Background: an optimization exercise with open tools, aiming at small area, a short achievable clock period and few clock cycles. Do not read the settings as production practice. Function was not checked in any run shown here: the RTL went through the layout flow alone.

==> flow/design.v, too long to show whole: its modules and the start of the top module <==
// module pixel_calculator: 1801 lines
// module plane_mapper: 87 lines
// module pixel_scheduler: 34 lines
// module mandelbrot_engine: 136 lines
module mandelbrot_engine (
	input logic tb_clk,
	input logic rst_n,
	input logic start,
	input logic [75:0] region,
	input logic [8-1:0] max_iter,
	output logic busy,
	output logic pixel_valid,
	output logic frame_done,
	output logic [23:0] pixel
);
  // ...
==> flow/run.sh <==
#!/bin/bash
# synth_recipe.tcl (not shown) runs the flow's synth.tcl, then flattens the netlist and writes it again
# the make line also repeats each setting of config.mk as NAME=value (left out here)
make -C /OpenROAD-flow-scripts/flow DESIGN_CONFIG=/design/flow/config.mk WORK_HOME=/design/flow/orfs CLKGATE_MAP_FILE= SYNTH_SCRIPT=/design/flow/synth_recipe.tcl finish
==> flow/config.mk <==
export PLATFORM = sky130hd
export DESIGN_NAME = mandelbrot_engine
export DESIGN_NICKNAME = mandelbrot_engine
export VERILOG_FILES = /design/flow/design.v
export SDC_FILE = /design/flow/constraint.sdc
export NUM_CORES = 4
export LEC_CHECK = 0
export CAP_MARGIN = 20
export CORE_MARGIN = 2
export CORE_UTILIZATION = 40
export PLACE_DENSITY = 0.6
export SLEW_MARGIN = 20
==> flow/constraint.sdc <==
create_clock -name core_clock -period 15.0 [get_ports {tb_clk}]
set_input_delay 3.0000 -clock core_clock [delete_from_list [all_inputs] [get_ports {tb_clk}]]
set_output_delay 3.0000 -clock core_clock [all_outputs]
set_load 0.01 [all_outputs]
==> flow_summary.toml, run 1 <==
[outcome]
outcome = "timing/DRC/antenna clean"

[cts]
cts_made_buffers = 48
postCtsResizedCells = 0

[floorplan]
tap_cells = 931
io_pins = 114
die_h_um = 267
dieArea_um2 = 71300

[layout]
seq_share = 0.311
seq_cells = 435
top_regs = "region_q x56, pixel x24"
multi_input_area_um2 = 16000

[detailed_routing]
drtIter0Drc = 1027
drt_wl_total_um = 66300
firstDrtPassIters = 5
antenna_left = 0
wire_per_inst_um = 17.4

[critical_path]
cp-endpoint = "busy"
critical_path_required_ps = 12000

[placement]
dp_hpwl_um = 51300
dp.cells = 3715
dpl_worst_slack_ps = 10580

[sta]
maxSlewViolCount = 0

[synthesis]
synth-simple-area-share = 0.141
synth_area_leaders = "dfxtp_1 (24%), fa_1 (22%), edfxtp_1 (12%)"

[worst_hold_path]
hold_path.class = "register to register"
==> inputs of run 2 (changes only) <==
--- a/flow/config.mk
+++ b/flow/config.mk
@@ -7,6 +7,6 @@
 export LEC_CHECK = 0
 export CAP_MARGIN = 20
 export CORE_MARGIN = 2
-export CORE_UTILIZATION = 40
-export PLACE_DENSITY = 0.6
+export CORE_UTILIZATION = 70
+export PLACE_DENSITY = 0.85
 export SLEW_MARGIN = 20
==> flow_summary.toml, run 2 <==
[outcome]
outcome = "timing/DRC/antenna clean"

[detailed_routing]
drt_wl_total_um = 65800
drc = 0
viasPerCell = 5.79
drtIter0Drc = 1563
num_vias = 19581
firstDrtPassIters = 5
antenna_left = 0
wire_per_inst_um = 19.5

[synthesis]
synth_common_cells = "inv_1 (416), dfxtp_1 (329), nand2_1 (314)"
syn_nets = 3370
synth.top_cell.area_share = 0.238
async_reset_ff_frac = 0
avgSynthCellArea_um2 = 10.0
ys.flop_type = "dfxtp_1"
ys_seq_area_frac = 0.353
syn_area_um2 = 27700
synth_area_leaders = "dfxtp_1 (24%), fa_1 (22%), edfxtp_1 (12%)"
synth-edff-count = 106
synth_most_common_cell = "inv_1"
yosysTopAreaCell = "dfxtp_1"
synth-seq-cells = 435
yosys.cell_types.count = 76
syn_inst = 2755
ys.warnings.count = 5

[worst_hold_path]
hold_path.class = "register to register"

[floorplan]
num_rows = 72
io_pins = 114
die_h_um = 203
initial_core_util = 0.712
dieArea_um2 = 41100
die_w_um = 203
core_um2 = 38800

[cts]
clkTransAtPathRegs_ps = 60
clkLatencyLatePin_ps = 600
post_cts_buffers = 0
root_buffer = "clkbuf_16"
ctsHoldBuffers = 0
postCtsResizedCells = 0
clock_sinks = 435
cts_made_buffers = 44
cts_buffer_depth = 3
cts_max_level = 2
cts_tree = "done"

[critical_path]
crit_type = "register to primary output"
cpPeakStageDelay_ps = 1060
crit_cells = 1
cp-endpoint = "busy"
reg2regPathDepth = 16
cp_max_fo = 31
r2r-end = "unit[0].pixel_calculator_i.h_zr[14]"
critical_path_required_ps = 12000
crit_family = "flip-flops"
path_buf_inv = 1
worstSetupStartpoint = "pixel_scheduler_i.busy"
endpoint_kind = "primary output"
crit_slowest_cell = "dfxtp_1"
worstPathArrival_ps = 2380
cp_cell_sequence = "clkdlybuf4s50_1"
start_kind = "register"
timing.rr.start = "unit[0].pixel_calculator_i.m_ai[0]"
rrSetupSlack_ps = 10560

[sta]
setup_viol = 0
final.setup.tns_ps = 0
maxSlewViolCount = 0
fin_crit_ps = 5380
slew_headroom = 0.258
timing.final.ws_setup_ps = 9620
worst_slew_pin_slew_ps = 1110
fin_crit_sh = 0.359
rsz0062_at_grt = "no"
fin_skew_ps = 31.1
finalHoldViolCount = 0
max_freq_ghz = 0.186

[global_route]
overflow = 0
grt_pass1_vias = 21027
grt_pass1_wl_um = 107000
grt_usage = 0.335
antenna_found_initial = 0
grt_max_degree = 72

[layout]
final_core_util = 0.793
final_common_cell = "inv_1"
area_delta_synth_final_pct = 11.3
top_regs = "region_q x56, pixel x24"
max_flop_register = "region_q"
nNetsFinal = 3442
largest_register_ffs = 56
layout_common_cells = "inv_1 (415), dfxtp_1 (329), nand2_1 (314)"
drive_above_1_share = 0.0559

[placement]
place_congestion = 0.916
portBuffers = 113
dp_hpwl_um = 49200
dpl_worst_slack_ps = 10290

[flow_run]
max_cap_viol_count = 0
run 2: metal layers:
layer  wire length, µm  vias up  GRT usage
li1                  -     8902          -
met1             25400     9569      0.429
met2             32100      903      0.563
met3              5080      207     0.0525
met4              3280        0      0.157
met5                 0        -          0
run 2: final cells by class:
type                       instances  area (µm²)
clock buffer                      56        1180
multi-input combinational       1800       16000
antenna                            1        2.50
sequential                       435        9770
fill                            2360        8050
timing repair buffer             122        1200
clock inverter                    26         435
inverter                         424        1590
tap                              518         648
run 2: worst min path at each step:
stage | from | end | slack (ps) | cells past startpoint
after floorplan | unit[0].pixel_calculator_i.m_si[0] | unit[0].pixel_calculator_i.h_si[0] | 310 | 0
after global placement | unit[0].pixel_calculator_i.m_sr[10] | unit[0].pixel_calculator_i.h_sr[10] | 310 | 0
after detailed placement | unit[0].pixel_calculator_i.m_si[6] | unit[0].pixel_calculator_i.h_si[6] | 310 | 0
after CTS | unit[0].pixel_calculator_i.m_x[4] | unit[0].pixel_calculator_i.h_x[4] | 330 | 0
after global routing | unit[0].pixel_calculator_i.m_x[4] | unit[0].pixel_calculator_i.h_x[4] | 330 | 0
final | unit[0].pixel_calculator_i.m_si[12] | unit[0].pixel_calculator_i.h_si[12] | 320 | 0
run 2: cell families after synthesis:
family          count (synthesis)  share of synthesized area
compound gates                267                     0.0646
xor+xnor                      122                     0.0386
fa+ha+maj                     528                      0.321
buf+inv                       520                     0.0706
flops                         435                      0.353
mux                            25                     0.0101
simple gates                  858                      0.141
run 2: metrics by stage:
step	hold WS (ps)	cells	area, µm²
after floorplan	310	2755	27700
after global placement	310	3299	29200
after detailed placement	312	3299	29200
after CTS	326	3381	30800
after global routing	328	3381	30800
final	324	3382	30800
==> module plane_mapper, before the edit <==
module plane_mapper (
	input logic tb_clk,
	input logic rst_n,
	input logic busy,
	input logic frame_load,
	input logic take,
	input logic [19:0] origin_im,
	input logic [55:0] region_q,
	output logic [7:0] x,
	output logic [7:0] y,
	output logic [12:0] cr,
	output logic [12:0] ci,
	output logic in_r,
	output logic in_i,
	output logic avail,
	output logic avail_next
);
	logic signed [19:0] c_re;
	logic signed [19:0] c_im;
	logic signed [19:0] origin_re;
	logic signed [19:0] step;
	logic signed [19:0] next_re;
	logic signed [19:0] next_im;
	logic row_end;
	logic last;
	assign origin_re = region_q[55:36];
	assign step = region_q[35:16];
	assign row_end = (x == region_q[15:8]);
	assign last = row_end && (y == region_q[7:0]);
	assign avail_next = frame_load || (avail && !(take && last));
	assign next_re = c_re + step;
	assign next_im = c_im + step;
	assign cr = c_re[12:0];
	assign ci = c_im[12:0];
	function automatic logic in_box(input logic signed [19:0] v);
		in_box = (v <= 20'sd2048) && (v >= -20'sd2048);
	endfunction
	always_ff @(posedge tb_clk)
	begin
		if (!rst_n)
			avail <= 1'b0;
		else
			avail <= avail_next;
	end
	always_ff @(posedge tb_clk)
	begin
		if (!busy)
		begin
			c_im <= origin_im;
		end
		else if (take && row_end)
		begin
			c_im <= next_im;
			in_i <= in_box(next_im);
		end
		else if (frame_load)
		begin
			in_i <= in_box(c_im);
		end
	end
	always_ff @(posedge tb_clk)
	begin
		if (frame_load)
		begin
			x <= '0;
			y <= '0;
			c_re <= origin_re;
			in_r <= in_box(origin_re);
		end
		else if (take)
		begin
			if (row_end)
			begin
				x <= '0;
				y <= y + 1'b1;
				c_re <= origin_re;
				in_r <= in_box(origin_re);
			end
			else
			begin
				x <= x + 1'b1;
				c_re <= next_re;
				in_r <= in_box(next_re);
			end
		end
	end
endmodule
==> module pixel_scheduler, before the edit <==
module pixel_scheduler (
	input logic tb_clk,
	input logic rst_n,
	input logic start,
	input logic avail_next,
	input logic any_valid_next,
	output logic busy,
	output logic frame_load,
	output logic frame_done
);
	always_ff @(posedge tb_clk)
	begin
		if (!rst_n)
		begin
			busy <= 1'b0;
			frame_load <= 1'b0;
			frame_done <= 1'b0;
		end
		else
		begin
			frame_load <= start && !busy;
			if (!busy)
			begin
				busy <= start;
				frame_done <= 1'b0;
			end
			else
			begin
				busy <= avail_next || any_valid_next;
				frame_done <= !(avail_next || any_valid_next);
			end
		end
	end
endmodule
==> module mandelbrot_engine, before the edit <==
module mandelbrot_engine (
	input logic tb_clk,
	input logic rst_n,
	input logic start,
	input logic [75:0] region,
	input logic [8-1:0] max_iter,
	output logic busy,
	output logic pixel_valid,
	output logic frame_done,
	output logic [23:0] pixel
);
	localparam int NU = 1;
	logic [55:0] region_q;
	logic [7:0] mi_q;
	logic [7:0] mi_m1;
	logic mi_small;
	logic frame_load;
	logic take;
	logic avail;
	logic avail_next;
	logic any_next;
	logic [7:0] map_x;
	logic [7:0] map_y;
	logic [12:0] map_cr;
	logic [12:0] map_ci;
	logic map_in_r;
	logic map_in_i;
	logic [NU-1:0] u_free;
	logic [NU-1:0] u_avail;
	logic [NU-1:0] u_take;
	logic [NU-1:0] u_req;
	logic [NU-1:0] u_ok;
	logic [NU-1:0] u_any;
	logic [23:0] u_data [NU];
	always_ff @(posedge tb_clk)
	begin
		if (!busy)
		begin
			region_q <= {region[75:56], region[35:0]};
			mi_q <= max_iter;
		end
	end
	always_ff @(posedge tb_clk)
	begin
		mi_small <= (mi_q[7:1] == 7'd0);
		mi_m1 <= mi_q - 8'd1;
	end
	pixel_scheduler pixel_scheduler_i (
		.tb_clk(tb_clk),
		.rst_n(rst_n),
		.start(start),
		.avail_next(avail_next),
		.any_valid_next(any_next),
		.busy(busy),
		.frame_load(frame_load),
		.frame_done(frame_done)
	);
	plane_mapper plane_mapper_i (
		.tb_clk(tb_clk),
		.rst_n(rst_n),
		.busy(busy),
		.frame_load(frame_load),
		.take(take),
		.origin_im(region[55:36]),
		.region_q(region_q),
		.x(map_x),
		.y(map_y),
		.cr(map_cr),
		.ci(map_ci),
		.in_r(map_in_r),
		.in_i(map_in_i),
		.avail(avail),
		.avail_next(avail_next)
	);
	always_comb
	begin
		for (int u = 0; u < NU; u++)
		begin
			u_avail[u] = avail;
			u_ok[u] = 1'b1;
			for (int v = 0; v < u; v++)
			begin
				if (u_free[v])
					u_avail[u] = 1'b0;
				if (u_req[v])
					u_ok[u] = 1'b0;
			end
		end
	end
	assign take = |u_take;
	assign any_next = |u_any;
	for (genvar u = 0; u < NU; u++)
	begin : unit
		pixel_calculator pixel_calculator_i (
			.tb_clk(tb_clk),
			.rst_n(rst_n),
			.mi_q(mi_q),
			.mi_small(mi_small),
			.mi_m1(mi_m1),
			.avail(u_avail[u]),
			.free(u_free[u]),
			.new_x(map_x),
			.new_y(map_y),
			.new_cr(map_cr),
			.new_ci(map_ci),
			.new_in_r(map_in_r),
			.new_in_i(map_in_i),
			.take(u_take[u]),
			.ret_req(u_req[u]),
			.ret_ok(u_ok[u]),
			.ret_data(u_data[u]),
			.any_next(u_any[u])
		);
	end
	logic [23:0] out_data;
	always_comb
	begin
		out_data = u_data[NU-1];
		for (int u = NU - 2; u >= 0; u--)
		begin
			if (u_req[u])
				out_data = u_data[u];
		end
	end
	always_ff @(posedge tb_clk)
	begin
		if (!rst_n)
			pixel_valid <= 1'b0;
		else
			pixel_valid <= |u_req;
	end
	always_ff @(posedge tb_clk)
	begin
		pixel <= out_data;
	end
endmodule
==> inputs of run 3 (changes only) <==
--- a/flow/design.v
+++ b/flow/design.v
@@ -1825,7 +1825,7 @@
 module plane_mapper (
 	input logic tb_clk,
 	input logic rst_n,
-	input logic busy,
+	input logic idle,
 	input logic frame_load,
 	input logic take,
 	input logic [19:0] origin_im,
@@ -1868,7 +1868,7 @@
 	end
 	always_ff @(posedge tb_clk)
 	begin
-		if (!busy)
+		if (idle)
 		begin
 			c_im <= origin_im;
 		end
@@ -1916,30 +1916,27 @@
 	input logic avail_next,
 	input logic any_valid_next,
 	output logic busy,
+	output logic idle,
 	output logic frame_load,
 	output logic frame_done
 );
+	logic busy_d;
+	assign busy_d = idle ? start : (avail_next || any_valid_next);
 	always_ff @(posedge tb_clk)
 	begin
 		if (!rst_n)
 		begin
 			busy <= 1'b0;
+			idle <= 1'b1;
 			frame_load <= 1'b0;
 			frame_done <= 1'b0;
 		end
 		else
 		begin
-			frame_load <= start && !busy;
-			if (!busy)
-			begin
-				busy <= start;
-				frame_done <= 1'b0;
-			end
-			else
-			begin
-				busy <= avail_next || any_valid_next;
-				frame_done <= !(avail_next || any_valid_next);
-			end
+			busy <= busy_d;
+			idle <= !busy_d;
+			frame_load <= idle && start;
+			frame_done <= !idle && !busy_d;
 		end
 	end
 endmodule
@@ -1959,6 +1956,7 @@
 	logic [7:0] mi_q;
 	logic [7:0] mi_m1;
 	logic mi_small;
+	logic idle;
 	logic frame_load;
 	logic take;
 	logic avail;
@@ -1979,7 +1977,7 @@
 	logic [23:0] u_data [NU];
 	always_ff @(posedge tb_clk)
 	begin
-		if (!busy)
+		if (idle)
 		begin
 			region_q <= {region[75:56], region[35:0]};
 			mi_q <= max_iter;
@@ -1997,13 +1995,14 @@
 		.avail_next(avail_next),
 		.any_valid_next(any_next),
 		.busy(busy),
+		.idle(idle),
 		.frame_load(frame_load),
 		.frame_done(frame_done)
 	);
 	plane_mapper plane_mapper_i (
 		.tb_clk(tb_clk),
 		.rst_n(rst_n),
-		.busy(busy),
+		.idle(idle),
 		.frame_load(frame_load),
 		.take(take),
 		.origin_im(region[55:36]),
--- a/flow/config.mk
+++ b/flow/config.mk
@@ -7,6 +7,6 @@
 export LEC_CHECK = 0
 export CAP_MARGIN = 20
 export CORE_MARGIN = 2
-export CORE_UTILIZATION = 70
-export PLACE_DENSITY = 0.85
+export CORE_UTILIZATION = 40
+export PLACE_DENSITY = 0.6
 export SLEW_MARGIN = 20
==> flow_summary.toml, run 3 <==
[critical_path]
crit_family = "buffers and inverters"
timing.rr.start = "unit[0].pixel_calculator_i.h_zr[0]"
cp_cell_sequence = "clkdlybuf4s50_1"
endpoint_kind = "primary output"
r2r-end = "unit[0].pixel_calculator_i.m_clr"
crit_type = "register to primary output"
crit_slowest_cell = "clkdlybuf4s50_1"
cpPeakStageDelay_ps = 580
rrSetupSlack_ps = 10760
worstPathArrival_ps = 1500
cp_max_fo = 1
reg2regPathDepth = 15
critical_path_required_ps = 12000
start_kind = "register"
path_buf_inv = 1

[global_route]
antenna_found_initial = 2
grt_pass1_wl_um = 110000
grt_pass1_vias = 20188
overflow = 0
grt_max_degree = 100
grt_usage = 0.196

[placement]
dp_hpwl_um = 51300
place_congestion = 0.951
portBuffers = 113

[sta]
whs_ps = 320
slew_headroom = 0.384
fin_crit_sh = 0.300
setup_viol = 0
max_freq_ghz = 0.222
maxSlewViolCount = 0
fin_skew_ps = 46.7
final.setup.tns_ps = 0
worst_slew_pin_slew_ps = 923
fin_crit_ps = 4500
rsz0062_at_grt = "no"
finalHoldViolCount = 0

[cts]
clock_sinks = 436
root_buffer = "clkbuf_16"
clkTransAtPathRegs_ps = 70
cts_max_level = 2
post_cts_buffers = 0
cts_buffer_depth = 3
clkLatencyLatePin_ps = 620
ctsHoldBuffers = 0
cts_made_buffers = 49
postCtsResizedCells = 0
cts_tree = "done"

[synthesis]
synth_common_cells = "inv_1 (424), dfxtp_1 (330), nand2_1 (320)"
ys.warnings.count = 5
yosysTopAreaCell = "dfxtp_1"
yosys.cell_types.count = 75
synth.top_cell.area_share = 0.238
synth_most_common_cell = "inv_1"
syn_area_um2 = 27700
ys.flop_type = "dfxtp_1"
synth-edff-count = 106
avgSynthCellArea_um2 = 10.0
ys_seq_area_frac = 0.353
syn_inst = 2769
syn_nets = 3384
synth_area_leaders = "dfxtp_1 (24%), fa_1 (22%), edfxtp_1 (11%)"
async_reset_ff_frac = 0
synth-seq-cells = 436

[floorplan]
die_w_um = 267
core_um2 = 68600
die_h_um = 267
dieArea_um2 = 71400
num_rows = 96
initial_core_util = 0.404
io_pins = 114

[worst_hold_path]
hold_end = "unit[0].pixel_calculator_i.h_sr[12]"
holdPathStages = 0
hold_path.class = "register to register"
hp-start = "unit[0].pixel_calculator_i.m_sr[12]"

[flow_run]
max_cap_viol_count = 0

[layout]
final_common_cell = "inv_1"
layout_common_cells = "inv_1 (424), dfxtp_1 (329), nand2_1 (320)"
nNetsFinal = 3461
max_flop_register = "region_q"
top_regs = "region_q x56, pixel x24"
drive_above_1_share = 0.0593
largest_register_ffs = 56
diodes = 0
nFillCells = 6434
area_delta_synth_final_pct = 13.8
final_core_util = 0.460

[detailed_routing]
wire_per_inst_um = 17.5
drt_wl_total_um = 66900
drc = 0
antenna_left = 0
num_vias = 18966
drtIter0Drc = 1043
viasPerCell = 4.97
firstDrtPassIters = 5

[outcome]
outcome = "timing/DRC/antenna clean"
-- run 3: cell types whose count changed after synthesis, sizes merged, moves of 6 or more --
cell    delta
and4       -6
o21a       -7
xnor2     -17
o21ai     +11
xor2      +16
inv        +7
nand2b     +7
nand4      +6
-- run 3: how the worst max path moves through the flow --
stage                                            start                             endpoint  slack [ps]  cells past startpoint
finish                                     pixel_valid                          pixel_valid       10500                      1
global route        unit[0].pixel_calculator_i.m_ai[0]  unit[0].pixel_calculator_i.h_zr[14]       10390                     16
CTS                                          pixel[19]                            pixel[19]       10440                      1
detailed placement  unit[0].pixel_calculator_i.h_zr[0]     unit[0].pixel_calculator_i.m_clr       10770                     15
global placement    unit[0].pixel_calculator_i.m_ai[0]  unit[0].pixel_calculator_i.h_zr[14]       10840                     16
floorplan           unit[0].pixel_calculator_i.m_ai[0]  unit[0].pixel_calculator_i.h_zr[14]       11060                     16
-- run 3: area by class of cell --
cell class              instances  area (µm²)  area share
multi-input cells            1802       16000       0.506
flip-flops and latches        436        9790       0.311
inverters                     433        1630      0.0515
clock buffers                  57        1300      0.0411
repair buffers                124        1230      0.0391
well taps                     931        1160      0.0369
clock inverters                33         455      0.0144
-- run 3: layer usage --
layer	GRT usage	part of all wire	vias up
li1	-	-	8967
met1	0.262	0.44	9358
met2	0.325	0.47	518
met3	0.0266	0.049	123
met4	0.0686	0.036	0
met5	0	0	-
-- run 3: stage by stage --
stage / std cells / area, µm² / setup WS [ps]
3_5_place_dp: 3725 / 29800 / 10770
3_3_place_gp: 3725 / 29800 / 10840
6_report: 3816 / 31500 / 10500
4_1_cts: 3815 / 31500 / 10440
5_1_grt: 3816 / 31500 / 10390
2_1_floorplan: 2769 / 27700 / 11060
-- run 3: logic make-up (layout without fill, tap and decap cells) --
group / after synthesis / count (layout) / share of synthesized area
xor+xnor: 121 / 121 / 0.0382
fa+ha+maj: 528 / 528 / 0.321
compound gates: 273 / 273 / 0.0670
simple gates: 857 / 857 / 0.140
buf+inv: 531 / 647 / 0.0719
mux: 23 / 23 / 0.00921
flops: 436 / 436 / 0.353
==> inputs of run 4 (changes only) <==
==> flow/flow/run.sh (new file) <==
#!/bin/bash
# Standard layout with buffered ports on a faster buffer; the SDC is the standard flow's, unchanged.
set -euo pipefail
export BUFFER_PORTS_ARGS="-buffer_cell sky130_fd_sc_hd__buf_4"
bash standard.sh > standard.log 2>&1
==> flow/standard.sh (new file) <==
#!/bin/bash
# synth_recipe.tcl (not shown) runs the flow's synth.tcl, then flattens the netlist and writes it again
# the make line also repeats each setting of config.mk as NAME=value (left out here)
make -C /OpenROAD-flow-scripts/flow DESIGN_CONFIG=/design/flow/config.mk WORK_HOME=/design/flow/orfs CLKGATE_MAP_FILE= SYNTH_SCRIPT=/design/flow/synth_recipe.tcl "${@:-finish}"
removed: flow/run.sh
==> flow_summary.toml, run 4 <==
[synthesis]
yosys.cell_types.count = 75
yosysTopAreaCell = "dfxtp_1"
ys_seq_area_frac = 0.353
synth-seq-cells = 436
ys.warnings.count = 5
syn_nets = 3384
synth-edff-count = 106
synth.top_cell.area_share = 0.238
async_reset_ff_frac = 0
synth_area_leaders = "dfxtp_1 (24%), fa_1 (22%), edfxtp_1 (11%)"
syn_inst = 2769
synth_common_cells = "inv_1 (424), dfxtp_1 (330), nand2_1 (320)"
synth_most_common_cell = "inv_1"
syn_area_um2 = 27700
ys.flop_type = "dfxtp_1"
avgSynthCellArea_um2 = 10.0

[layout]
design_area_um2 = 31200
nFillCells = 6514
max_flop_register = "region_q"
drive_above_1_share = 0.0988
final_common_cell = "inv_1"
layout_common_cells = "inv_1 (424), dfxtp_1 (329), nand2_1 (320)"
nNetsFinal = 3460
top_regs = "region_q x56, pixel x24"
area_delta_synth_final_pct = 12.6
diodes = 0
largest_register_ffs = 56

[sta]
maxSlewViolCount = 0
fin_skew_ps = 54.2
setup_viol = 0
fin_crit_sh = 0.284
whs_ps = 324
rsz0062_at_grt = "no"
fin_crit_ps = 4260
finalHoldViolCount = 0
slew_headroom = 0.326
worst_slew_pin_slew_ps = 1010
timing.final.ws_setup_ps = 10740
max_freq_ghz = 0.235
final.setup.tns_ps = 0

[placement]
dp_hpwl_um = 51300
post_dp_cell_area_um2 = 29500
place_congestion = 0.938
dpl_worst_slack_ps = 10760
portBuffers = 113

[worst_hold_path]
hold_path.class = "register to register"

[critical_path]
worstSetupStartpoint = "unit[0].pixel_calculator_i.m_ai[0]"
r2r-end = "unit[0].pixel_calculator_i.h_zr[14]"
cp_max_fo = 2
crit_type = "register to register"
timing.rr.start = "unit[0].pixel_calculator_i.m_ai[0]"
start_kind = "register"
endpoint_kind = "register"
reg2regPathDepth = 16
critical_path_required_ps = 15500
cp-endpoint = "unit[0].pixel_calculator_i.h_zr[14]"
worstPathArrival_ps = 4760
rrSetupSlack_ps = 10740

[global_route]
busiest_layer = "met2"
use_met1 = 0.259
grt_max_degree = 97
met3_usage = 0.0247
grt_usage = 0.192
grt_pass1_wl_um = 108000
grtUsageMet2 = 0.322
overflow = 0
grt_pass1_vias = 19875
antenna_found_initial = 0

[floorplan]
io_pins = 114
die_h_um = 267
dieArea_um2 = 71400
initial_core_util = 0.404
die_w_um = 267
num_rows = 96
core_um2 = 68600

[cts]
ctsHoldBuffers = 0
cts_buffer_depth = 3
clkTransAtPathRegs_ps = 60
cts_made_buffers = 49
cts_tree = "done"
clkLatencyLatePin_ps = 630
clock_sinks = 436
post_cts_buffers = 0
root_buffer = "clkbuf_16"
cts_max_level = 2
postCtsResizedCells = 0

[detailed_routing]
num_vias = 18870
drt_wl_total_um = 66300
wire_per_inst_um = 17.4
drc = 0
drtIter0Drc = 1140
viasPerCell = 4.94
antenna_left = 0
firstDrtPassIters = 6

[outcome]
outcome = "timing/DRC/antenna clean"

[flow_run]
max_cap_viol_count = 0
-- run 4: changes by cell type in the layout (fill, tap and decap cells not counted), moves of 2 or more --
| cell | change |
|---|---|
| buf_4 | +113 |
| clkdlybuf4s50_1 | -113 |
| clkbuf_8 | +11 |
| clkinv_1 | -5 |
| bufinv_16 | -4 |
| clkbuf_1 | +4 |
| clkinvlp_4 | -4 |
| inv_6 | -2 |
-- run 4: cells by family (layout without fill, tap and decap cells) --
| family | count (synthesis) | after routing | synth area share |
|---|---|---|---|
| xor gates and xnor gates | 121 | 121 | 0.0382 |
| buffers and inverters | 531 | 647 | 0.0719 |
| and+or+nand+nor | 857 | 857 | 0.140 |
| muxes | 23 | 23 | 0.00921 |
| DFF | 436 | 436 | 0.353 |
| AOI/OAI and AO/OA | 273 | 273 | 0.0670 |
| adders and majority gates | 528 | 528 | 0.321 |
-- run 4: worst max-delay path, stage by stage (launching register included) --
cell      delay, ps
dfxtp_1         360
inv_1            70
fa_1            450
fa_1            510
inv_1            50
fa_1            500
inv_1            70
fa_1            450
a21o_1          190
a21oi_1         220
o21bai_1        140
a211o_1         330
a31oi_1         210
a21oi_1         140
a21o_1          190
a21oi_1         160
xnor2_1         140
-- run 4: worst min path at each step --
stage                                       start                            endpoint  slack [ps]  cells after the start
2_1_floorplan  unit[0].pixel_calculator_i.m_si[0]  unit[0].pixel_calculator_i.h_si[0]         310                      0
3_3_place_gp   unit[0].pixel_calculator_i.m_si[4]  unit[0].pixel_calculator_i.h_si[4]         310                      0
3_5_place_dp    unit[0].pixel_calculator_i.m_y[3]   unit[0].pixel_calculator_i.h_y[3]         310                      0
4_1_cts        unit[0].pixel_calculator_i.m_si[4]  unit[0].pixel_calculator_i.h_si[4]         330                      0
5_1_grt         unit[0].pixel_calculator_i.m_y[4]   unit[0].pixel_calculator_i.h_y[4]         330                      0
6_report       unit[0].pixel_calculator_i.m_si[3]  unit[0].pixel_calculator_i.h_si[3]         320                      0
-- run 4: final cells by class --
cell class	count	area, µm²	area share
clock buffer	73	1490	0.0477
tap	931	1160	0.0373
clock inverter	18	265	0.00849
timing repair buffer	123	923	0.0296
multi-input combinational	1802	16000	0.511
inverter	433	1630	0.0520
sequential	436	9790	0.314
-- run 4: layer usage --
layer  wire length, µm  vias to the layer above
met4              1860                        0
li1                  -                     8961
met5                 0                        -
met3              3170                       93
met1             29200                     9346
met2             32000                      470
-- run 4: through the flow --
step                utilization  instances
finish                    0.455       3816
global route              0.455       3816
CTS                       0.455       3816
detailed placement        0.430       3725
global placement          0.430       3725
floorplan                     -       2769
==> inputs of run 5 (changes only) <==
==> flow/flow/run.sh (replaced) <==
#!/bin/bash
# Standard layout with buffered ports on a faster buffer and timing repair
# aimed below the clock period; the SDC is the standard flow's, unchanged.
set -euo pipefail
export BUFFER_PORTS_ARGS="-buffer_cell sky130_fd_sc_hd__buf_4"
export SETUP_SLACK_MARGIN=10.5
bash standard.sh > standard.log 2>&1
==> flow_summary.toml, run 5 <==
[placement]
portBuffers = 113
place_congestion = 0.938
dp.cells = 3725
dp_hpwl_um = 51300

[sta]
fin_crit_ps = 4240
rsz0062_at_grt = "no"
slew_headroom = 0.326
finalHoldViolCount = 0
final.setup.tns_ps = 0
setup_viol = 0
maxSlewViolCount = 0
max_freq_ghz = 0.236
fin_skew_ps = 55.0
fin_crit_sh = 0.283
worst_slew_pin_slew_ps = 1010

[synthesis]
synth-seq-cells = 436
syn_nets = 3384
async_reset_ff_frac = 0
syn_inst = 2769
ys.flop_type = "dfxtp_1"
ys.warnings.count = 5
synth.top_cell.area_share = 0.238
yosys.cell_types.count = 75
synth_area_leaders = "dfxtp_1 (24%), fa_1 (22%), edfxtp_1 (11%)"
syn_area_um2 = 27700
ys_seq_area_frac = 0.353
avgSynthCellArea_um2 = 10.0
synth_most_common_cell = "inv_1"
synth_common_cells = "inv_1 (424), dfxtp_1 (330), nand2_1 (320)"
synth-edff-count = 106
yosysTopAreaCell = "dfxtp_1"

[floorplan]
core_um2 = 68600
die_h_um = 267
die_w_um = 267
io_pins = 114
dieArea_um2 = 71400
initial_core_util = 0.404
num_rows = 96

[layout]
max_flop_register = "region_q"
nFillCells = 6512
largest_register_ffs = 56
area_delta_synth_final_pct = 12.7
final_common_cell = "inv_1"
stdcell_count = 3816
nNetsFinal = 3460
layout_common_cells = "inv_1 (424), dfxtp_1 (329), nand2_1 (320)"
diodes = 0
drive_above_1_share = 0.0991
top_regs = "region_q x56, pixel x24"

[global_route]
grt_pass1_vias = 19875
grt_max_degree = 97
overflow = 0
grt_usage = 0.192
grt_pass1_wl_um = 108000
antenna_found_initial = 0

[cts]
cts_buffer_depth = 3
clkTransAtPathRegs_ps = 70
clock_sinks = 436
cts_max_level = 2
post_cts_buffers = 0
clkLatencyLatePin_ps = 630
cts_made_buffers = 49
cts_tree = "done"
root_buffer = "clkbuf_16"
postCtsResizedCells = 0
ctsHoldBuffers = 0

[critical_path]
crit_family = "adder cells"
crit_type = "register to register"
worstPathArrival_ps = 4760
cp_max_fo = 9
critical_path_required_ps = 15520
start_kind = "register"
endpoint_kind = "register"
crit_cells = 10
cpMostUsedCell = "fa_1"
crit_slowest_cell = "dfxtp_1"
cpPeakStageDelay_ps = 650
cp_cell_sequence = "clkinv_1, nor2_1, fa_1, fa_1, fa_1, inv_1, fa_1, inv_1, fa_1, and2_1"
path_buf_inv = 3
reg2regPathDepth = 10

[outcome]
outcome = "timing/DRC/antenna clean"

[detailed_routing]
firstDrtPassIters = 6
antenna_left = 0
drc = 0
drt_wl_total_um = 66300
viasPerCell = 4.95
drtIter0Drc = 1140
num_vias = 18874
wire_per_inst_um = 17.4

[worst_hold_path]
holdPathStages = 0
hold_path.class = "register to register"

[flow_run]
max_cap_viol_count = 0
==> run 5: cell counts after synthesis <==
No cell type changed its count.
==> run 5: cell type report <==
class | count | area, µm² | share of cell area
Inverter | 433 | 1630 | 0.0520
Timing Repair Buffer | 123 | 923 | 0.0296
Tap cell | 931 | 1160 | 0.0373
Sequential cell | 436 | 9790 | 0.314
Multi-Input combinational cell | 1802 | 16000 | 0.511
Clock inverter | 18 | 265 | 0.00849
Clock buffer | 73 | 1490 | 0.0477
==> run 5: per-stage QoR <==
step / utilization / setup WS, ps / cell area (µm²) / hold WS (ps)
2_1_floorplan: - / 11060 / 27700 / 310
3_3_place_gp: 0.430 / 10790 / 29500 / 310
3_5_place_dp: 0.430 / 10760 / 29500 / 313
4_1_cts: 0.455 / 10750 / 31200 / 326
5_1_grt: 0.455 / 10560 / 31200 / 332
6_report: 0.455 / 10760 / 31200 / 324
==> run 5: logic make-up after synthesis <==
group / count (synthesis) / share of synthesized area
flops: 436 / 0.353
compound gates: 273 / 0.0670
simple gates: 857 / 0.140
fa+ha+maj: 528 / 0.321
xor+xnor: 121 / 0.0382
buf+inv: 531 / 0.0719
mux: 23 / 0.00921
==> run 5: routing by layer <==
| layer | track usage | share of wire | vias to the layer above |
|---|---|---|---|
| met4 | 0.0575 | 0.028 | 0 |
| li1 | - | - | 8960 |
| met3 | 0.0247 | 0.045 | 93 |
| met1 | 0.259 | 0.44 | 9364 |
| met5 | 0 | 0 | - |
| met2 | 0.322 | 0.48 | 457 |
==> run 5: path summary, 6_finish.rpt <==
| kind | from | slack, ps | endpoint |
|---|---|---|---|
| max | unit[0].pixel_calculator_i.h_zr[5] | 10760 | unit[0].pixel_calculator_i.m_bp[5] |
| min reg2reg | unit[0].pixel_calculator_i.m_si[3] | 320 | unit[0].pixel_calculator_i.h_si[3] |
| min | unit[0].pixel_calculator_i.m_si[3] | 320 | unit[0].pixel_calculator_i.h_si[3] |
| max reg2reg | unit[0].pixel_calculator_i.h_zr[5] | 10760 | unit[0].pixel_calculator_i.m_bp[5] |

## re-timing with driven ports
No port has a modelled driver above. Below, the same layouts with a new extraction and two added sets of constraints. Step 1 assumes that a clkbuf_16 drives the clock port and a buf_2 every other input. Step 2 times the ports against the registers' clock, not the clock port: input delays grow and output delays shrink by t, the midpoint of the rising clock arrivals with the driver on. Three values: ideal, step 1, step 2; two values: the first two.
run | t (ns) | slack for setup (ns) | worst setup path at the end | slew at the worst register clock pin (ns) | worst data-port slew with drivers (ns)
run 1 | 0.646 | 10.173 / 10.117 / 10.568 | register to register | 0.07 / 0.07 | 0.07
run 2 | 0.645 | 9.618 / 9.560 / 10.205 | register to output | 0.07 / 0.07 | 0.05
run 3 | 0.661 | 10.503 / 10.442 / 10.760 | register to register | 0.07 / 0.07 | 0.04
run 4 | 0.660 | 10.738 / 10.738 / 10.738 | register to register | 0.07 / 0.07 | 0.05
run 5 | 0.660 | 10.760 / 10.760 / 10.760 | register to register | 0.07 / 0.07 | 0.05
After both steps setup and hold are still met in every run listed.
